What follows belongs to an exercise in optimizing a design on an open flow for small area, a short achievable clock period and few clock cycles per item; a production flow would make more cautious choices. Where RTL was checked, it was by simulation tests only, not by an equivalence proof against the original. Power figures rest on the tool's default switching activity, not on a simulated workload.

// axi_wr_slave
module axi_wr_slave (
    input  wire logic                  clk,
    input  wire logic                  rst_n,
    input  wire axi_wr_pkg::aw_cmd_t   aw,
    input  wire logic                  aw_valid,
    output logic                       aw_ready,
    input  wire axi_wr_pkg::w_beat_t   w,
    input  wire logic                  w_valid,
    output logic                       w_ready,
    output axi_wr_pkg::b_resp_t        b,
    output logic                       b_valid,
    input  wire logic                  b_ready,
    output axi_wr_pkg::mem_wr_t        mem,
    output logic                       mem_we,
    input  wire logic                  mem_ready
);
==> module burst_engine, before the edit <==
module burst_engine (
    input  wire logic                      clk,
    input  wire logic                      rst_n,
    input  wire axi_wr_pkg::aw_cmd_t       cmd,
    input  wire logic                      cmd_valid,
    output logic                           cmd_ready,
    input  wire axi_wr_pkg::w_beat_t       beat,
    input  wire logic                      beat_valid,
    output logic                           beat_ready,
    output axi_wr_pkg::mem_wr_t            mem,
    output logic                           mem_we,
    input  wire logic                      mem_ready,
    output logic                           resp_valid,
    input  wire logic                      resp_ready
);
    localparam int PB = axi_wr_pkg::PAGE_BIT;
    logic                           burst_q;     
    logic                           resp_q;      
    logic                           first;       
    logic                           last_q;      
    logic [axi_wr_pkg::LEN_W-1:0]   rem_q;
    logic                           use_reg_q;
    logic [PB-1:0]                  addr_q;
    logic                           burst_d;
    logic                           resp_d;
    logic                           use_reg_d;
    logic [axi_wr_pkg::LEN_W-1:0]   rem_d;
    logic [PB-1:0]                  cur_addr;
    logic [PB-1:0]                  nxt_addr;
    logic                           carry;
    logic                           issue;
    logic                           wr;
    logic [axi_wr_pkg::LEN_W-1:0]   rem_dec;
    logic [axi_wr_pkg::LEN_W:0]     borrow;
    assign first    = !(burst_q || resp_q);
    assign cur_addr = use_reg_q ? addr_q : cmd.addr[PB-1:0];
    aw_decode u_aw_decode (
        .size     (cmd.size),
        .burst    (cmd.burst),
        .cur_addr (cur_addr),
        .advance  (wr),
        .nxt_addr (nxt_addr),
        .carry    (carry)
    );
    assign issue      = beat_valid && (burst_q || (cmd_valid && !resp_q));
    assign mem_we     = rst_n && issue;
    assign wr         = issue && mem_ready;
    assign beat_ready = wr;
    assign resp_valid = resp_q || (last_q && beat_valid && mem_ready);
    assign cmd_ready  = resp_valid && resp_ready;
    always_comb begin
        mem.id   = cmd.id;
        mem.addr = {cmd.addr[axi_wr_pkg::ADDR_W-1:PB], cur_addr};
        mem.data = beat.data;
        mem.strb = beat.strb;
        mem.last = beat.last;
    end
    always_comb begin
        burst_d = burst_q;
        resp_d  = resp_q;
        if (cmd_ready) begin
            burst_d = 1'b0;
            resp_d  = 1'b0;
        end else if (wr && (first || last_q)) begin
            burst_d = first && (cmd.len != 8'd0);
            resp_d  = !(first && (cmd.len != 8'd0));
        end
        use_reg_d = (burst_d || resp_d) && (first ? !carry : use_reg_q);
    end
    always_ff @(posedge clk or negedge rst_n) begin
        if (!rst_n) begin
            burst_q   <= 1'b0;
            resp_q    <= 1'b0;
            use_reg_q <= 1'b0;
            last_q    <= 1'b0;
        end else begin
            burst_q   <= burst_d;
            resp_q    <= resp_d;
            use_reg_q <= use_reg_d;
            last_q    <= burst_d && (rem_d == 8'd1);
        end
    end
    always_comb begin
        borrow[0] = wr;
        for (int i = 0; i < axi_wr_pkg::LEN_W; i++) begin
            rem_dec[i]  = rem_q[i] ^ borrow[i];
            borrow[i+1] = borrow[i] && !rem_q[i];
        end
    end
    assign rem_d = first ? cmd.len : rem_dec;
    always_ff @(posedge clk) begin
        rem_q  <= rem_d;
        addr_q <= nxt_addr;
    end
endmodule
export LEC_CHECK = 0
export ABC_AREA = 1
export CAP_MARGIN = 20
export CORE_MARGIN = 2
export CORE_UTILIZATION = 50
export CTS_BUF_LIST = sky130_fd_sc_hd__clkbuf_8
export SETUP_SLACK_MARGIN = 2.6
export SLEW_MARGIN = 20
create_clock -name core_clock -period 5.5 [get_ports {clk}]
standard.sh (not shown) runs the stock make flow with config.mk's settings and CLKGATE_MAP_FILE= SYNTH_SCRIPT=/design/flow/synth_recipe.tcl, a recipe that flattens the netlist after the stock synthesis.
==> flow/flow/run.sh <==
#!/bin/bash
# Layout flow: the standard flow, with three changes in how the layout
# is made:
#  - after the standard synthesis, the combinational logic is mapped again
#    by ABC with its area-only mapper (the registers are kept as they are, same cells and
#    names), and the rest of the flow starts from that netlist;
#  - the port buffers are inserted as buf_1 cells instead of the default
#    delay buffers;
#  - timing repair only resizes cells and swaps pins.
# Each tool's output goes to a log file of its own in this folder.
set -euo pipefail

export BUFFER_PORTS_ARGS="-buffer_cell sky130_fd_sc_hd__buf_1"
export SETUP_MOVE_SEQUENCE="sizeup,swap"

RES=orfs/results/${FLOW_PLATFORM}/axi_wr_slave/base
LOGS=orfs/logs/${FLOW_PLATFORM}/axi_wr_slave/base
LIB=${FLOW_HOME}/platforms/${FLOW_PLATFORM}/lib/sky130_fd_sc_hd__tt_025C_1v80.lib
YOSYS=${FLOW_HOME}/../tools/install/yosys/bin/yosys
[[ -x $YOSYS ]] || YOSYS=yosys

# 1. Standard synthesis
bash standard.sh synth > synth.log 2>&1

# 2. Map the combinational logic again, for area
cp $RES/1_2_yosys.v $RES/1_2_yosys_std.v
DONT_USE=$(grep -m1 -o "^abc -script .*" $LOGS/1_2_yosys.log | grep -o -- "-dont_use [^ ]*" | tr '\n' ' ')
cat > reabc.ys <<EOS
read_liberty -ignore_miss_func $LIB
blackbox sky130_fd_sc_hd__*df* sky130_fd_sc_hd__*dl* sky130_fd_sc_hd__conb_1
read_verilog $RES/1_2_yosys_std.v
hierarchy -top ${FLOW_TOP}
flatten
opt -purge
abc -liberty $LIB $DONT_USE -script +strash;ifraig;dc2;rewrite,-z;refactor,-z;dch,-f;amap
read_liberty -lib -overwrite $LIB
opt_clean -purge
setundef -zero
splitnets
opt_clean -purge
hilomap -singleton -hicell sky130_fd_sc_hd__conb_1 HI -locell sky130_fd_sc_hd__conb_1 LO
insbuf -buf sky130_fd_sc_hd__buf_4 A X
check -assert
stat -liberty $LIB
write_verilog -noattr -nohex -nodec $RES/1_2_yosys.v
EOS
$YOSYS -s reabc.ys > reabc.log 2>&1

# 3. Rebuild the synthesis database from the new netlist, then the rest
rm -f $RES/1_synth.odb
bash standard.sh synth > synth_odb.log 2>&1
bash standard.sh > standard.log 2>&1
==> next run, changes <==
--- a/flow/design.v
+++ b/flow/design.v
@@ -160,27 +160,27 @@
 );
     localparam int PB = axi_wr_pkg::PAGE_BIT;
     logic                           burst_q;     
     logic                           resp_q;      
     logic                           first;       
-    logic                           last_q;      
+    logic                           last;        
     logic [axi_wr_pkg::LEN_W-1:0]   rem_q;
-    logic                           use_reg_q;
+    logic                           use_cmd_q;
     logic [PB-1:0]                  addr_q;
     logic                           burst_d;
     logic                           resp_d;
-    logic                           use_reg_d;
-    logic [axi_wr_pkg::LEN_W-1:0]   rem_d;
+    logic                           use_cmd_d;
     logic [PB-1:0]                  cur_addr;
     logic [PB-1:0]                  nxt_addr;
     logic                           carry;
     logic                           issue;
     logic                           wr;
     logic [axi_wr_pkg::LEN_W-1:0]   rem_dec;
     logic [axi_wr_pkg::LEN_W:0]     borrow;
     assign first    = !(burst_q || resp_q);
-    assign cur_addr = use_reg_q ? addr_q : cmd.addr[PB-1:0];
+    assign last     = burst_q && (rem_q == 8'd1);
+    assign cur_addr = use_cmd_q ? cmd.addr[PB-1:0] : addr_q;
     aw_decode u_aw_decode (
         .size     (cmd.size),
         .burst    (cmd.burst),
         .cur_addr (cur_addr),
         .advance  (wr),
@@ -189,11 +189,11 @@
     );
     assign issue      = beat_valid && (burst_q || (cmd_valid && !resp_q));
     assign mem_we     = rst_n && issue;
     assign wr         = issue && mem_ready;
     assign beat_ready = wr;
-    assign resp_valid = resp_q || (last_q && beat_valid && mem_ready);
+    assign resp_valid = resp_q || (last && beat_valid && mem_ready);
     assign cmd_ready  = resp_valid && resp_ready;
     always_comb begin
         mem.id   = cmd.id;
         mem.addr = {cmd.addr[axi_wr_pkg::ADDR_W-1:PB], cur_addr};
         mem.data = beat.data;
@@ -204,39 +204,36 @@
         burst_d = burst_q;
         resp_d  = resp_q;
         if (cmd_ready) begin
             burst_d = 1'b0;
             resp_d  = 1'b0;
-        end else if (wr && (first || last_q)) begin
+        end else if (wr && (first || last)) begin
             burst_d = first && (cmd.len != 8'd0);
             resp_d  = !(first && (cmd.len != 8'd0));
         end
-        use_reg_d = (burst_d || resp_d) && (first ? !carry : use_reg_q);
+        use_cmd_d = !(burst_d || resp_d) || (first ? carry : use_cmd_q);
     end
     always_ff @(posedge clk or negedge rst_n) begin
         if (!rst_n) begin
             burst_q   <= 1'b0;
             resp_q    <= 1'b0;
-            use_reg_q <= 1'b0;
-            last_q    <= 1'b0;
+            use_cmd_q <= 1'b1;
         end else begin
             burst_q   <= burst_d;
             resp_q    <= resp_d;
-            use_reg_q <= use_reg_d;
-            last_q    <= burst_d && (rem_d == 8'd1);
+            use_cmd_q <= use_cmd_d;
         end
     end
     always_comb begin
         borrow[0] = wr;
         for (int i = 0; i < axi_wr_pkg::LEN_W; i++) begin
             rem_dec[i]  = rem_q[i] ^ borrow[i];
             borrow[i+1] = borrow[i] && !rem_q[i];
         end
     end
-    assign rem_d = first ? cmd.len : rem_dec;
     always_ff @(posedge clk) begin
-        rem_q  <= rem_d;
+        rem_q  <= first ? cmd.len : rem_dec;
         addr_q <= nxt_addr;
     end
 endmodule
 `default_nettype wire
 `timescale 1ns/1ps
Die area falls by 3.3%; final cell count decreases by about 4.5%; register-to-register slack improved by 0.17 ns; global-route usage falls by 0.29 points; via count drops by about 5%; setup slack improved by 0.24 ns; total power came out lower by about 19%; area after synthesis falls by about 3.5%; sequential power drops by about 6%; first-iteration DRC count came out lower by 30%; final area fell by about 17%; utilization came out lower by 8.8 points; wire length drops by 3.5%; synthesized cell count shrinks by 4.9%.
Testbench counts after the change, summed over its fixed seeds: cycles 15,030, beats 13,386.
The RTL of the first run of this note was laid out without a check of its function.

-- what the ideal ports hide --
The flow's constraints put no driver on any port. The routed layouts listed below were extracted and timed again, unchanged, in two steps.
Step 1: set_driving_cell puts a clkbuf_16 on clk and a buf_2 on each other input, an assumption about the parent block.
Step 2 moves the port delays by t, midway between the first and last clock arrival at a register: inputs arrive t later, outputs are due t later. That takes back most of the time a late clock gives input paths.
Three values: ideal, step 1, step 2; two values: the first two.
run | shift t [ns] | setup slack, ns | worst hold slack (ns) | worst setup path at the end | latest minus earliest clock arrival (ns)
the first run | 0.283 | 2.440 / 2.412 / 2.129 | 0.493 / 0.493 / 0.493 | input to register | 0.003 / 0.003
the second run | 0.280 | 2.679 / 2.654 / 2.448 | 0.498 / 0.498 / 0.498 | input to register | 0.003 / 0.004
After both steps setup and hold are still met in every run listed. The setup slack of the first run, which loses most, moves by -0.028 ns with the drivers and by -0.311 ns with both steps.
